This design comes from an exercise in tuning for small area, a short achievable clock period and few clock cycles on the open sky130 flow, not from production work. RTL that was checked went through simulation tests only; none was proved equivalent to the original.

==> inputs of run E <==
Design tagctrl_top, start of the top module:
module tagctrl_top #(
  parameter int unsigned RdDepth = 5,    
  parameter int unsigned DqDepth = 11    
) (
  input  logic                          clk_i,
  input  logic                          reset_i,
  input  logic                          req_valid_i,
  input  logic [31:0]                   req_addr_i,
  input  logic                          req_write_i,
  input  logic [63:0]                   req_wdata_i,
  input  logic                          req_tag_i,
  output logic                          req_ready_o,
  output logic                          rsp_valid_o,
  output logic [63:0]                   rsp_rdata_o,
  output logic                          rsp_tag_o,
  output logic                          rsp_write_o,
  output logic                          rsp_err_o,
  input  logic                          rsp_ready_i,
  output logic                          mem_req_valid_o,
  output logic [28:0]                   mem_req_addr_o,
  output logic                          mem_req_write_o,
  output logic [63:0]                   mem_req_wdata_o,
  input  logic                          mem_req_ready_i,
  input  logic                          mem_rsp_valid_i,
  input  logic [63:0]                   mem_rsp_rdata_i
);
clock: 5.0 ns
lec_check: 0
cap_margin: 20
core_margin: 2
core_utilization: 55
cts_cluster_diameter: 100
cts_cluster_size: 24
setup_slack_margin: 2.8
slew_margin: 20
tns_end_percent: 5
standard.sh (not shown) runs the stock make flow with config.mk's settings and CLKGATE_MAP_FILE= SYNTH_SCRIPT=/design/flow/synth_recipe.tcl, a recipe that flattens the netlist after the stock synthesis.
==> flow/flow/run.sh <==
#!/bin/bash
# The standard layout (the standard.sh, standard synthesis included) with two
# make settings changed:
#  - delay cells are added to the don't-use list, so the port buffers and timing
#    repair use ordinary buffers instead of slow delay buffers;
#  - timing repair may swap a cell for one of another footprint.
# Everything else (floorplan, power grid, tap cells, placement, CTS, routing) is
# the standard flow. The make output goes to flow_make.log in the work folder.
set -euo pipefail
PLATFORM_DONT_USE="sky130_fd_sc_hd__probe_p_8 sky130_fd_sc_hd__probec_p_8 sky130_fd_sc_hd__lpflow_bleeder_1 sky130_fd_sc_hd__lpflow_clkbufkapwr_1 sky130_fd_sc_hd__lpflow_clkbufkapwr_16 sky130_fd_sc_hd__lpflow_clkbufkapwr_2 sky130_fd_sc_hd__lpflow_clkbufkapwr_4 sky130_fd_sc_hd__lpflow_clkbufkapwr_8 sky130_fd_sc_hd__lpflow_clkinvkapwr_1 sky130_fd_sc_hd__lpflow_clkinvkapwr_16 sky130_fd_sc_hd__lpflow_clkinvkapwr_2 sky130_fd_sc_hd__lpflow_clkinvkapwr_4 sky130_fd_sc_hd__lpflow_clkinvkapwr_8 sky130_fd_sc_hd__lpflow_decapkapwr_12 sky130_fd_sc_hd__lpflow_decapkapwr_3 sky130_fd_sc_hd__lpflow_decapkapwr_4 sky130_fd_sc_hd__lpflow_decapkapwr_6 sky130_fd_sc_hd__lpflow_decapkapwr_8 sky130_fd_sc_hd__lpflow_inputiso0n_1 sky130_fd_sc_hd__lpflow_inputiso0p_1 sky130_fd_sc_hd__lpflow_inputiso1n_1 sky130_fd_sc_hd__lpflow_inputiso1p_1 sky130_fd_sc_hd__lpflow_inputisolatch_1 sky130_fd_sc_hd__lpflow_isobufsrc_1 sky130_fd_sc_hd__lpflow_isobufsrc_16 sky130_fd_sc_hd__lpflow_isobufsrc_2 sky130_fd_sc_hd__lpflow_isobufsrc_4 sky130_fd_sc_hd__lpflow_isobufsrc_8 sky130_fd_sc_hd__lpflow_isobufsrckapwr_16 sky130_fd_sc_hd__lpflow_lsbuf_lh_hl_isowell_tap_1 sky130_fd_sc_hd__lpflow_lsbuf_lh_hl_isowell_tap_2 sky130_fd_sc_hd__lpflow_lsbuf_lh_hl_isowell_tap_4 sky130_fd_sc_hd__lpflow_lsbuf_lh_isowell_4 sky130_fd_sc_hd__lpflow_lsbuf_lh_isowell_tap_1 sky130_fd_sc_hd__lpflow_lsbuf_lh_isowell_tap_2 sky130_fd_sc_hd__lpflow_lsbuf_lh_isowell_tap_4"
DELAY_CELLS="sky130_fd_sc_hd__clkdlybuf4s15_1 sky130_fd_sc_hd__clkdlybuf4s15_2 sky130_fd_sc_hd__clkdlybuf4s18_1 sky130_fd_sc_hd__clkdlybuf4s18_2 sky130_fd_sc_hd__clkdlybuf4s25_1 sky130_fd_sc_hd__clkdlybuf4s25_2 sky130_fd_sc_hd__clkdlybuf4s50_1 sky130_fd_sc_hd__clkdlybuf4s50_2 sky130_fd_sc_hd__dlygate4sd1_1 sky130_fd_sc_hd__dlygate4sd2_1 sky130_fd_sc_hd__dlygate4sd3_1 sky130_fd_sc_hd__dlymetal6s2s_1 sky130_fd_sc_hd__dlymetal6s4s_1 sky130_fd_sc_hd__dlymetal6s6s_1"
bash standard.sh "DONT_USE_CELLS=$PLATFORM_DONT_USE $DELAY_CELLS" MATCH_CELL_FOOTPRINT=0 finish > flow_make.log 2>&1
==> run X (differences from run E) <==
--- a/flow/design.v
+++ b/flow/design.v
@@ -232,12 +232,12 @@
     end
   end
 endmodule
 `timescale 1ns/1ps
 module tagctrl_top #(
-  parameter int unsigned RdDepth = 5,    
-  parameter int unsigned DqDepth = 11    
+  parameter int unsigned RdDepth = 4,    
+  parameter int unsigned DqDepth = 10    
 ) (
   input  logic                          clk_i,
   input  logic                          reset_i,
   input  logic                          req_valid_i,
   input  logic [31:0]                   req_addr_i,
@@ -260,15 +260,15 @@
   input  logic [63:0]                   mem_rsp_rdata_i
 );
   localparam int unsigned RdPtrW = (RdDepth > 1) ? $clog2(RdDepth) : 1;
   logic        rdy_q;                  
   logic        sv_q;                   
-  logic [28:0] s_a;
+  logic [8:0]  s_a;                    
   logic        s_w, s_t, s_iw;
   logic [63:0] s_d;
   logic        hv_q;                   
-  logic [28:0] h_a;                    
+  logic [8:0]  h_a;                    
   logic [63:0] h_d;
   logic        h_w;
   logic        h_t, h_iw, h_wc;        
   logic        mv_q;                   
   logic        h_cr;                   
@@ -293,12 +293,14 @@
       n_w  = req_write_i;
     end
   end
   assign q_space_d = !qv_q[DqDepth-3];
   logic [RdDepth-1:0] cr_q;            
-  logic               release_rd;
-  assign cr_ok   = !cr_q[RdDepth-1] || release_rd;
+  logic               release_rd;      
+  logic               release_err;     
+  assign release_err = h_leave && !h_iw && !h_wc;
+  assign cr_ok   = !cr_q[RdDepth-1] || release_rd || release_err;
   assign rd_wait = h_free ? (n_v && !n_w) : (hv_q && !h_wc && !h_cr);
   assign grant   = rd_wait && cr_ok && q_space_d;
   always_comb begin
     if (h_free) mv_d = n_v && n_iw && (n_w ? q_space_d : grant);
     else        mv_d = mv_q || (hv_q && h_iw && (h_wc ? q_space_d : grant));
@@ -308,63 +310,61 @@
     else        h_cr <= h_cr || grant;
   end
   always_ff @(posedge clk_i) begin
     if (reset_i) begin
       cr_q <= '0;
-    end else if (grant && !release_rd) begin
-      cr_q <= {cr_q[RdDepth-2:0], 1'b1};
-    end else if (release_rd && !grant) begin
-      cr_q <= {1'b0, cr_q[RdDepth-1:1]};
+    end else begin
+      case ({grant, release_rd, release_err})
+        3'b100:         cr_q <= {cr_q[RdDepth-2:0], 1'b1};
+        3'b010, 3'b001: cr_q <= {1'b0, cr_q[RdDepth-1:1]};
+        3'b011:         cr_q <= {2'b00, cr_q[RdDepth-1:2]};
+        3'b111:         cr_q <= {1'b0, cr_q[RdDepth-1:1]};
+        default:        cr_q <= cr_q;
+      endcase
     end
   end
   logic [255:0] tags_q;
-  logic         h_tag, h_tag_q;
-  logic [15:0]  h_whi, h_wlo, h_rhi, h_rlo;
+  logic [15:0]  h_hi, h_lo;
   logic [7:0]   n_idx;
-  logic [15:0]  n_whi, n_wlo, n_rhi, n_rlo;
-  logic [15:0]  grp_tag;
+  logic [15:0]  n_hi, n_lo;
+  logic         h_wq, h_rd;            
+  logic [15:0]  w_grp;                 
+  logic [15:0]  grp_tag_q;             
   assign n_idx = sv_q ? s_a[8:1] : req_addr_i[11:4];
   always_comb begin
     for (int j = 0; j < 16; j++) begin
-      n_whi[j] = n_v && (n_idx[7:4] == 4'(j));
-      n_wlo[j] = n_iw && n_w && (n_idx[3:0] == 4'(j));
-      n_rhi[j] = n_iw && !n_w && (n_idx[7:4] == 4'(j));
-      n_rlo[j] = (n_idx[3:0] == 4'(j));
+      n_hi[j] = (n_idx[7:4] == 4'(j));
+      n_lo[j] = (n_idx[3:0] == 4'(j));
     end
   end
   always_ff @(posedge clk_i) begin
     if (reset_i) begin
-      h_whi <= '0;
+      h_hi <= '1;
+      h_lo <= '1;
+      h_wq <= 1'b1;
+      h_t  <= 1'b0;
     end else if (h_free) begin
-      h_whi <= n_whi;
-    end
-  end
-  always_ff @(posedge clk_i) begin
-    if (h_free) begin
-      h_wlo <= n_wlo;
-      h_rhi <= n_rhi;
-      h_rlo <= n_rlo;
+      h_hi <= n_hi;
+      h_lo <= n_lo;
+      h_wq <= n_v && n_iw && n_w;
+      h_t  <= sv_q ? s_t : req_tag_i;
     end
   end
+  assign h_rd  = h_iw && !h_wc;
+  assign w_grp = h_hi & {16{h_wq}};
   always_ff @(posedge clk_i) begin
     for (int i = 0; i < 256; i++) begin
-      if (reset_i) begin
-        tags_q[i] <= 1'b0;
-      end else if (h_whi[i/16] && h_wlo[i%16]) begin
+      if (w_grp[i/16] && h_lo[i%16]) begin
         tags_q[i] <= h_t;
       end
     end
   end
-  always_comb begin
+  always_ff @(posedge clk_i) begin
     for (int j = 0; j < 16; j++) begin
-      grp_tag[j] = |(tags_q[16*j +: 16] & h_rlo);
+      grp_tag_q[j] <= h_rd && h_hi[j] && |(tags_q[16*j +: 16] & h_lo);
     end
   end
-  assign h_tag = |(grp_tag & h_rhi);
-  always_ff @(posedge clk_i) begin
-    h_tag_q <= h_tag;
-  end
   logic [DqDepth-1:0] qe_q, qw_q, qt_q;   
   logic               new_e, new_w, new_t;
   logic               dh_v, dh_e, dh_w, dh_t, dh_rd;
   logic               p_v, p_e, p_w;      
   always_ff @(posedge clk_i) begin
@@ -376,11 +376,11 @@
     p_w <= h_wc;
   end
   assign q_push = p_v;
   assign new_e  = p_e;
   assign new_w  = p_w;
-  assign new_t  = h_tag_q;
+  assign new_t  = !p_e && !p_w && |grp_tag_q;
   assign dh_v  = qv_q[0];
   assign dh_e  = qe_q[0];
   assign dh_w  = qw_q[0];
   assign dh_t  = qt_q[0];
   assign dh_rd = !dh_e && !dh_w;
@@ -419,16 +419,30 @@
   logic        o_free, o_load, o_next;
   assign o_free     = !ov_q || rsp_ready_i;
   assign o_next     = dh_v && (!dh_rd || f_ne_q || mem_rsp_valid_i);
   assign o_load     = o_free && o_next;
   assign q_pop      = o_load;
-  assign release_rd = o_load && !dh_w;
+  assign release_rd = o_load && dh_rd;
   assign f_pop      = o_load && dh_rd && f_ne_q;
   assign f_push     = mem_rsp_valid_i && !(o_load && dh_rd && !f_ne_q);
+  logic [RdDepth-1:0] o_sel_f;
+  logic               o_sel_m;
+  logic [63:0]        o_data;
+  always_comb begin
+    for (int k = 0; k < RdDepth; k++) o_sel_f[k] = dh_rd && f_ne_q && (frp_q == RdPtrW'(k));
+    o_sel_m = dh_rd && !f_ne_q;
+    o_data  = {64{o_sel_m}} & mem_rsp_rdata_i;
+    for (int k = 0; k < RdDepth; k++) o_data = o_data | ({64{o_sel_f[k]}} & rd_mem[k]);
+  end
   always_ff @(posedge clk_i) begin
-    if (o_free) begin
-      o_rdata <= !dh_rd ? 64'd0 : (f_ne_q ? rd_mem[frp_q] : mem_rsp_rdata_i);
+    if (reset_i) begin
+      o_rdata <= '0;
+      o_tag   <= 1'b0;
+      o_write <= 1'b0;
+      o_err   <= 1'b0;
+    end else if (o_free) begin
+      o_rdata <= o_data;
       o_tag   <= dh_t;
       o_write <= dh_w;
       o_err   <= dh_e;
     end
   end
@@ -466,39 +480,48 @@
       else       f_ne_q <= f_ne_q || f_push;
     end
   end
   always_ff @(posedge clk_i) begin
     if (!sv_q) begin
-      s_a  <= req_addr_i[31:3];
+      s_a  <= req_addr_i[11:3];
       s_w  <= req_write_i;
       s_d  <= req_wdata_i;
       s_t  <= req_tag_i;
       s_iw <= in_iw;
     end
   end
   always_ff @(posedge clk_i) begin
+    if (reset_i) begin
+      h_a <= '0;
+      h_w <= 1'b0;
+      h_d <= '0;
+    end else if (h_free) begin
+      if (sv_q) begin
+        h_a <= s_a;
+        h_w <= s_w;
+        h_d <= s_d;
+      end else begin
+        h_a <= req_addr_i[11:3];
+        h_w <= req_write_i;
+        h_d <= req_wdata_i;
+      end
+    end
+  end
+  always_ff @(posedge clk_i) begin
     if (h_free) begin
       if (sv_q) begin
-        h_a   <= s_a;
-        h_w   <= s_w;
         h_wc  <= s_w;
-        h_d   <= s_d;
-        h_t   <= s_t;
         h_iw  <= s_iw;
       end else begin
-        h_a   <= req_addr_i[31:3];
-        h_w   <= req_write_i;
         h_wc  <= req_write_i;
-        h_d   <= req_wdata_i;
-        h_t   <= req_tag_i;
         h_iw  <= in_iw;
       end
     end
   end
   assign req_ready_o     = rdy_q;
   assign mem_req_valid_o = mv_q;
-  assign mem_req_addr_o  = h_a;
+  assign mem_req_addr_o  = {20'h80000, h_a};
   assign mem_req_write_o = h_w;
   assign mem_req_wdata_o = h_d;
   assign rsp_valid_o     = ov_q;
   assign rsp_rdata_o     = o_rdata;
   assign rsp_tag_o       = o_tag;
ABC_AREA = 1   (was unset)
CAP_MARGIN = 40   (was 20)
CORE_UTILIZATION = 70   (was 55)
PLACE_DENSITY = 0.72   (was unset)
SETUP_SLACK_MARGIN = 3.0   (was 2.8)
SLEW_MARGIN = 40   (was 20)
TNS_END_PERCENT = 10   (was 5)
==> comparison <==
Run E completed without violations. Run X completed without violations.
Between run X and run E, the lower utilization is in run E (gap 17 points).
Hold slack: run E is lower than run X (0.056 ns).
Between run E and run X, the lower fmax is in run E (gap 9.6%, measured against run X).
Between run X and run E, the lower setup slack is in run E (gap 0.23 ns).
Of run E and run X, run E has the higher critical path depth (gap 7).
In run X the register-to-register slack is higher than in run E, by 0.23 ns.
Final cell count: run E is larger than run X (about 20%).
==> figures <==
	run X	run E
Share of the final layout cell area in sequential cells	61.5%	59.6%
Placed cell areas	33700 sq um	38900 sq um
Met1 routing resource usage after global routing	47.5%	39.5%
Period Utilization, post-route	42.8%	47.3%
Status	complete, no violations	complete, no violations
Required time at the worst-slack endpoint	4.00 ns	5.49 ns
Simple-gate portion of the synthesized area	12.6%	14.7%
Fraction of the mapped netlist area in adder cells	0.504%	0.436%
Number of well-tap cells placed	600	873
Iteration-0 DRC Markers	3042	3085
Worst max-slew margin expressed relative to the limit	40.9%	23.1%
Number of gates on the worst path with buffers counted	1	8
Endpoint, Worst Hold	o_tag$_SDFFE_PP0P_	o_tag$_DFFE_PP_
Length of routed met3 wiring	9850 um	7680 um
Top fanout value on the critical path	2	7
Final non-clock buffer share	6.14%	6.08%
Testbench counts of run E, summed over its fixed seeds: cycles 14,856.
No functional check of the RTL was part of run X.

[afterwards: timing with drivers on the ports]
No port has a modelled driver above. Below, the same layouts with a new extraction and two added sets of constraints. Step 1 (the two cells are an assumption about what drives the block):
set clk [get_ports {clk_i}]
set_driving_cell -lib_cell sky130_fd_sc_hd__clkbuf_16 $clk
set_driving_cell -lib_cell sky130_fd_sc_hd__buf_2 [delete_from_list [all_inputs] $clk]
Step 2 moves the port delays by t, midway between the first and last clock arrival at a register: inputs arrive t later, outputs are due t later. That takes back most of the time a late clock gives input paths. Three values: ideal, step 1, step 2; two values: the first two.
run	shift t [ns]	setup slack, ns	worst data-port slew with drivers (ns)
run E	0.676	2.636 / 2.636 / 2.067	0.08
run X	0.666	2.862 / 2.802 / 2.322	0.14
After both steps setup and hold are still met in every run listed. For run E, which loses most, drivers alone change the setup slack by 0.000 ns; drivers and shift together by -0.569 ns.
